Background: an optimization exercise with open tools, aiming at small area and few clock cycles. Do not read the settings as production practice. Function was checked by simulation only, so behaviour that the tests miss may differ from the original.

==> willow <==
Design rgb_led_blink_breathe_driver, start of the top module:
module rgb_led_blink_breathe_driver
(
    input  logic       clk,
    input  logic       rst_n,
    input  logic       cmd_valid,
    output logic       cmd_ready,
    input  logic [1:0] cmd_func,
    input  logic [7:0] cmd_red,
    input  logic [7:0] cmd_green,
    input  logic [7:0] cmd_blue,
    input  logic        cfg_valid,
    output logic        cfg_ready,
    input  logic        cfg_addr,
    input  logic [15:0] cfg_data,
    output logic       led_valid,
    input  logic       led_ready,
    output logic [7:0] led_duty_red,
    output logic [7:0] led_duty_green,
    output logic [7:0] led_duty_blue
);
    logic        en;
    logic [23:0] cmd_colour;
    logic        produce, show_wave;
    logic [7:0]  next_idx;
    logic [20:0] half_base;
    logic [14-1:0] slope;
    logic        neg;
    logic [14-1:0] slope_reg;
    logic [14+1:0] slope3;
    logic        neg_reg;
    logic [2:0][7:0] wave_duty;
    logic [23:0] duty_next;
    logic        out_v_reg;
    logic [23:0] duty_reg;
    assign en         = !out_v_reg || led_ready;
    assign cfg_ready  = 1'b1;
    assign cmd_colour = {cmd_blue, cmd_green, cmd_red};
    rgbd_front u_front (
        .clk        (clk),
        .rst_n      (rst_n),
        .en         (en),
        .cmd_valid  (cmd_valid),
  ...
clock: 6.0 ns
lec_check: 0
abc_area: 1
cap_margin: 20
core_margin: 2
core_utilization: 40
slew_margin: 20
standard.sh (not shown) runs the stock make flow with config.mk's settings and CLKGATE_MAP_FILE= SYNTH_SCRIPT=/design/flow/synth_recipe.tcl, a recipe that flattens the netlist after the stock synthesis.
==> flow/flow/run.sh <==
#!/bin/bash
set -euo pipefail
WORK=$(pwd)
bash "$WORK/standard.sh" "BUFFER_PORTS_ARGS=-buffer_cell sky130_fd_sc_hd__buf_1" finish > "$WORK/orfs_make.log" 2>&1
test -s "$WORK/out/final.def"
==> inputs of raven, as changes to willow <==
==> flow/flow/run.sh (replaced) <==
#!/bin/bash
# Own layout flow: the standard layout (standard.sh's make command, same
# settings and targets), except that the synthesis's final ABC technology
# mapping runs flow/area.abc instead of ORFS's abc_speed/abc_area script.
# Registers, their names and cell types are those of the standard synthesis:
# the change is only in how ABC maps the combinational logic.
set -euo pipefail
WORK=$(pwd)

# Synthesis script: synth_recipe.tcl with Yosys's abc command wrapped so that
# its -script argument names flow/area.abc.
{
  cat <<'TCL'
proc abc {args} {
  set i [lsearch -exact $args -script]
  if { $i >= 0 } {
    set args [lreplace $args [expr {$i + 1}] [expr {$i + 1}] $::env(OWN_ABC_SCRIPT)]
  }
  yosys abc {*}$args
}
TCL
  cat "$WORK/synth_recipe.tcl"
} > "$WORK/own_synth.tcl"
export OWN_ABC_SCRIPT="$WORK/flow/area.abc"

# standard.sh with the synthesis script swapped
sed "s|SYNTH_SCRIPT=[^ ]*|SYNTH_SCRIPT=$WORK/own_synth.tcl|" "$WORK/standard.sh" > "$WORK/own_standard.sh"
grep -q "SYNTH_SCRIPT=$WORK/own_synth.tcl" "$WORK/own_standard.sh"

bash "$WORK/own_standard.sh" finish > "$WORK/orfs_make.log" 2>&1
test -s "$WORK/out/final.def"
==> flow/flow/area.abc (new file) <==
strash
ifraig
scorr
dc2
dretime
strash
&get -n
&dch -f
&nf
&put
- ABC_AREA: 1 -> unset
==> inputs of fjord, as changes to willow <==
--- a/flow/design.v
+++ b/flow/design.v
@@ -1,88 +1,6 @@
 `timescale 1ns / 1ps
-module rgbd_add16
-(
-    input  logic [15:0] a,
-    input  logic [15:0] b,
-    input  logic        cin,
-    output logic [15:0] s,
-    output logic        cout
-);
-    wire [15:0] g, p;
-    assign g = a & b;
-    assign p = a ^ b;
-    wire G0 = g[0] | (p[0] & cin);
-    wire G1 = g[1] | (p[1] & G0);
-    wire P1 = p[1] & p[0];
-    wire G2 = g[3] | (p[3] & g[2]);
-    wire P2 = p[3] & p[2];
-    wire G3 = g[5] | (p[5] & g[4]);
-    wire P3 = p[5] & p[4];
-    wire G4 = g[7] | (p[7] & g[6]);
-    wire P4 = p[7] & p[6];
-    wire G5 = g[9] | (p[9] & g[8]);
-    wire P5 = p[9] & p[8];
-    wire G6 = g[11] | (p[11] & g[10]);
-    wire P6 = p[11] & p[10];
-    wire G7 = g[13] | (p[13] & g[12]);
-    wire P7 = p[13] & p[12];
-    wire G8 = g[15] | (p[15] & g[14]);
-    wire P8 = p[15] & p[14];
-    wire G9 = G2 | (P2 & G1);
-    wire P9 = P2 & P1;
-    wire G10 = G4 | (P4 & G3);
-    wire P10 = P4 & P3;
-    wire G11 = G6 | (P6 & G5);
-    wire P11 = P6 & P5;
-    wire G12 = G8 | (P8 & G7);
-    wire P12 = P8 & P7;
-    wire G13 = G10 | (P10 & G9);
-    wire P13 = P10 & P9;
-    wire G14 = G12 | (P12 & G11);
-    wire P14 = P12 & P11;
-    wire G15 = G14 | (P14 & G13);
-    wire P15 = P14 & P13;
-    wire G16 = G11 | (P11 & G13);
-    wire P16 = P11 & P13;
-    wire G17 = G3 | (P3 & G9);
-    wire P17 = P3 & P9;
-    wire G18 = G5 | (P5 & G13);
-    wire P18 = P5 & P13;
-    wire G19 = G7 | (P7 & G16);
-    wire P19 = P7 & P16;
-    wire G20 = g[2] | (p[2] & G1);
-    wire P20 = p[2] & P1;
-    wire G21 = g[4] | (p[4] & G9);
-    wire P21 = p[4] & P9;
-    wire G22 = g[6] | (p[6] & G17);
-    wire P22 = p[6] & P17;
-    wire G23 = g[8] | (p[8] & G13);
-    wire P23 = p[8] & P13;
-    wire G24 = g[10] | (p[10] & G18);
-    wire P24 = p[10] & P18;
-    wire G25 = g[12] | (p[12] & G16);
-    wire P25 = p[12] & P16;
-    wire G26 = g[14] | (p[14] & G19);
-    wire P26 = p[14] & P19;
-    assign s[0] = p[0] ^ cin;
-    assign s[1] = p[1] ^ G0;
-    assign s[2] = p[2] ^ G1;
-    assign s[3] = p[3] ^ G20;
-    assign s[4] = p[4] ^ G9;
-    assign s[5] = p[5] ^ G21;
-    assign s[6] = p[6] ^ G17;
-    assign s[7] = p[7] ^ G22;
-    assign s[8] = p[8] ^ G13;
-    assign s[9] = p[9] ^ G23;
-    assign s[10] = p[10] ^ G18;
-    assign s[11] = p[11] ^ G24;
-    assign s[12] = p[12] ^ G16;
-    assign s[13] = p[13] ^ G25;
-    assign s[14] = p[14] ^ G19;
-    assign s[15] = p[15] ^ G26;
-    assign cout = G15;
-endmodule
 `timescale 1ns / 1ps
 module rgbd_front
 (
     input  logic        clk,
     input  logic        rst_n,
@@ -115,31 +33,13 @@
     logic        accept;
     logic        blink_end;
     logic        colour_zero;
     assign cmd_ready   = en && !stale_reg;
     assign accept      = cmd_valid && cmd_ready;
-    rgbd_add16 u_add_step (
-        .a    (acc_reg),
-        .b    (blink_on_reg ? 16'd1 : pulse_step_reg),
-        .cin  (1'b0),
-        .s    (acc_sum),
-        .cout ()
-    );
-    rgbd_add16 u_add_step2 (
-        .a    (acc_reg),
-        .b    ({pulse_step_reg[14:0], 1'b0}),
-        .cin  (1'b0),
-        .s    (acc_sum2),
-        .cout ()
-    );
-    rgbd_add16 u_cmp_time (
-        .a    (acc_sum),
-        .b    (~blink_time_reg),
-        .cin  (1'b1),
-        .s    (),
-        .cout (blink_end)
-    );
+    assign acc_sum     = acc_reg + (blink_on_reg ? 16'd1 : pulse_step_reg);
+    assign acc_sum2    = acc_reg + {pulse_step_reg[14:0], 1'b0};
+    assign blink_end   = (acc_sum >= blink_time_reg);
     assign colour_zero = (cmd_colour == 24'd0);
     assign half_base   = half_base_reg;
     always_comb
     begin
         produce   = 1'b0;
@@ -395,39 +295,33 @@
     wire n105 = hx[5] ^ n64;
     wire n106 = n105 ^ n65;
     wire n107 = (hx[5] & n64) | (n65 & n105);
     wire n108 = hx[6] ^ n66;
     wire n109 = hx[6] & n66;
-    wire [15:0] sum;
-    rgbd_add16 u_add (
-        .a    ({neg, n107, n104, n101, n98, n95, n92, n89, n86, n83, n80, n77, n74, n71, n68, n27}),
-        .b    ({n109, n108, n106, n103, n100, n97, n94, n91, n88, n85, n82, n79, n76, n73, n70, n67}),
-        .cin  (1'b0),
-        .s    (sum),
-        .cout ()
-    );
+    wire [15:0] sum = {neg, n107, n104, n101, n98, n95, n92, n89, n86, n83, n80, n77, n74, n71, n68, n27}
+                   + {n109, n108, n106, n103, n100, n97, n94, n91, n88, n85, n82, n79, n76, n73, n70, n67};
     assign duty = sum[15:8] ^ {8{~neg}};
 endmodule
 module rgbd_slope
 (
     input  logic [7:0]  k,       
     output logic [13:0] w,
     output logic        neg
 );
     function automatic logic [13:0] slope_rom(input logic [6:0] j);
         case (j)
-            7'd0  : slope_rom = 14'd16368;
-            7'd1  : slope_rom = 14'd16368;
-            7'd2  : slope_rom = 14'd16368;
-            7'd3  : slope_rom = 14'd16336;
+            7'd0  : slope_rom = 14'd16383;
+            7'd1  : slope_rom = 14'd16378;
+            7'd2  : slope_rom = 14'd16364;
+            7'd3  : slope_rom = 14'd16339;
             7'd4  : slope_rom = 14'd16304;
             7'd5  : slope_rom = 14'd16260;
-            7'd6  : slope_rom = 14'd16208;
+            7'd6  : slope_rom = 14'd16206;
             7'd7  : slope_rom = 14'd16141;
             7'd8  : slope_rom = 14'd16069;
-            7'd9  : slope_rom = 14'd15984;
-            7'd10 : slope_rom = 14'd15893;
+            7'd9  : slope_rom = 14'd15985;
+            7'd10 : slope_rom = 14'd15892;
             7'd11 : slope_rom = 14'd15791;
             7'd12 : slope_rom = 14'd15679;
             7'd13 : slope_rom = 14'd15556;
             7'd14 : slope_rom = 14'd15425;
             7'd15 : slope_rom = 14'd15285;
@@ -435,53 +329,53 @@
             7'd17 : slope_rom = 14'd14978;
             7'd18 : slope_rom = 14'd14810;
             7'd19 : slope_rom = 14'd14634;
             7'd20 : slope_rom = 14'd14448;
             7'd21 : slope_rom = 14'd14256;
-            7'd22 : slope_rom = 14'd14034;
+            7'd22 : slope_rom = 14'd14052;
             7'd23 : slope_rom = 14'd13842;
             7'd24 : slope_rom = 14'd13622;
             7'd25 : slope_rom = 14'd13395;
-            7'd26 : slope_rom = 14'd13161;
+            7'd26 : slope_rom = 14'd13160;
             7'd27 : slope_rom = 14'd12916;
-            7'd28 : slope_rom = 14'd12663;
+            7'd28 : slope_rom = 14'd12664;
             7'd29 : slope_rom = 14'd12406;
             7'd30 : slope_rom = 14'd12139;
-            7'd31 : slope_rom = 14'd11864;
+            7'd31 : slope_rom = 14'd11865;
             7'd32 : slope_rom = 14'd11584;
-            7'd33 : slope_rom = 14'd11298;
+            7'd33 : slope_rom = 14'd11297;
             7'd34 : slope_rom = 14'd11002;
             7'd35 : slope_rom = 14'd10702;
-            7'd36 : slope_rom = 14'd10392;
-            7'd37 : slope_rom = 14'd10078;
+            7'd36 : slope_rom = 14'd10393;
+            7'd37 : slope_rom = 14'd10079;
             7'd38 : slope_rom = 14'd9759;
-            7'd39 : slope_rom = 14'd9431;
-            7'd40 : slope_rom = 14'd9107;
-            7'd41 : slope_rom = 14'd8763;
+            7'd39 : slope_rom = 14'd9434;
+            7'd40 : slope_rom = 14'd9102;
+            7'd41 : slope_rom = 14'd8765;
             7'd42 : slope_rom = 14'd8423;
             7'd43 : slope_rom = 14'd8075;
             7'd44 : slope_rom = 14'd7722;
             7'd45 : slope_rom = 14'd7366;
             7'd46 : slope_rom = 14'd7005;
             7'd47 : slope_rom = 14'd6639;
             7'd48 : slope_rom = 14'd6270;
-            7'd49 : slope_rom = 14'd5900;
-            7'd50 : slope_rom = 14'd5516;
-            7'd51 : slope_rom = 14'd5140;
+            7'd49 : slope_rom = 14'd5896;
+            7'd50 : slope_rom = 14'd5519;
+            7'd51 : slope_rom = 14'd5139;
             7'd52 : slope_rom = 14'd4756;
-            7'd53 : slope_rom = 14'd4372;
-            7'd54 : slope_rom = 14'd3980;
-            7'd55 : slope_rom = 14'd3588;
+            7'd53 : slope_rom = 14'd4369;
+            7'd54 : slope_rom = 14'd3981;
+            7'd55 : slope_rom = 14'd3589;
             7'd56 : slope_rom = 14'd3196;
-            7'd57 : slope_rom = 14'd2800;
-            7'd58 : slope_rom = 14'd2400;
+            7'd57 : slope_rom = 14'd2801;
+            7'd58 : slope_rom = 14'd2403;
             7'd59 : slope_rom = 14'd2005;
-            7'd60 : slope_rom = 14'd1605;
+            7'd60 : slope_rom = 14'd1606;
             7'd61 : slope_rom = 14'd1205;
             7'd62 : slope_rom = 14'd803;
             7'd63 : slope_rom = 14'd402;
-            7'd64 : slope_rom = 14'd18;
+            7'd64 : slope_rom = 14'd0;
             default: slope_rom = 14'd0;
         endcase
     endfunction
     logic [6:0] j;
     assign j   = k[6] ? 7'd64 - {1'b0, k[5:0]} : {1'b0, k[5:0]};
@@ -550,17 +444,11 @@
     always_ff @(posedge clk)
     begin
         slope_reg <= slope;
         neg_reg   <= neg;
     end
-    rgbd_add16 u_add_slope3 (
-        .a    ({2'd0, slope_reg}),
-        .b    ({1'd0, slope_reg, 1'b0}),
-        .cin  (1'b0),
-        .s    (slope3),
-        .cout ()
-    );
+    assign slope3 = {2'd0, slope_reg} + {1'd0, slope_reg, 1'b0};
     for (genvar ch = 0; ch < 3; ch++)
     begin : g_ch
         rgbd_back u_back (
             .h    (half_base[ch*7 +: 7]),
             .w    (slope_reg),
==> comparison <==
Area after synthesis: raven is smaller than fjord (about 14%). The highest core utilization belongs to raven, the lowest to fjord. The lowest wire length belongs to raven, the highest to fjord. Maximum frequency, highest first: fjord, willow, raven. Between raven and fjord, the lower sequential share of layout area is in fjord (gap 0.21 points). Against fjord, the count of clock-buffer cells in the layout of willow is lower by 1. Cell count, highest first: fjord, willow, raven. raven produced a layout that fails on negative setup slack. willow produced a clean layout. fjord completed without violations.
==> figures <==
                                                             fjord                   willow                       raven
Final Skew                                                0.01457 ns               0.01420 ns                  0.01595 ns
Top cell type by total area after synthesis    sky130_fd_sc_hd__ha_1    sky130_fd_sc_hd__fa_1       sky130_fd_sc_hd__fa_1
Total Negative Setup Slacks                                     0 ns                     0 ns                  -0.3081 ns
Minimum setup slack among reg-to-reg paths                   0.42 ns                  0.06 ns                    -0.09 ns
Resized cells post-CTS                                             0                       13                          46
GR Util met2                                                  34.77%                   40.24%                      39.69%
Fraction of area in multi-input gates                         61.59%                   61.29%                      59.40%
Final worst path period share                                 93.00%                   98.96%                      101.4%
Detailed route wirelength on metal3                          3084 um                  1795 um                     1769 um
Result of the run                            complete, no violations  complete, no violations  complete, but fails checks
Reasons for failing layout checks                                  -                        -        negative setup slack
Adder-cell share of the synthesized area                      24.07%                   28.98%                      31.32%
First-pass DRT Iterations                                          6                        5                           8
P&R area growth vs syn                                        7.793%                   13.50%                      24.54%
Max_slew headroom                                             36.94%                   34.16%                      32.81%
Multi-input logic area                                     9796 um^2                9509 um^2                   9358 um^2
RSZ-0062 raised after global routing                               -                      yes                         yes
Testbench counts of willow, summed over its fixed seeds: cycles 20,208.
Testbench counts of raven, summed over its fixed seeds: cycles 20,208.
Testbench counts of fjord, summed over its fixed seeds: cycles 20,208.

==> afterwards: timing with drivers on the ports <==
The results above use ideal ports. As a check the final layouts listed here were re-extracted and re-timed, cells and wires unchanged. Step 1 assumes that a clkbuf_16 drives the clock port and a buf_2 every other input. Step 2 times the ports against the registers' clock, not the clock port: input delays grow and output delays shrink by t, the midpoint of the rising clock arrivals with the driver on. a / b / c = ideal / step 1 / step 2; a / b = the first two.
| run | t (ns) | setup WS [ns] | worst hold slack (ns) |
|---|---|---|---|
| willow | 0.428 | 0.062 / 0.062 / 0.062 | 0.494 / 0.494 / 0.494 |
| raven | 0.418 | -0.085 / -0.085 / -0.085 | 0.494 / 0.494 / 0.494 |
| fjord | 0.423 | 0.420 / 0.420 / 0.420 | 0.488 / 0.488 / 0.488 |
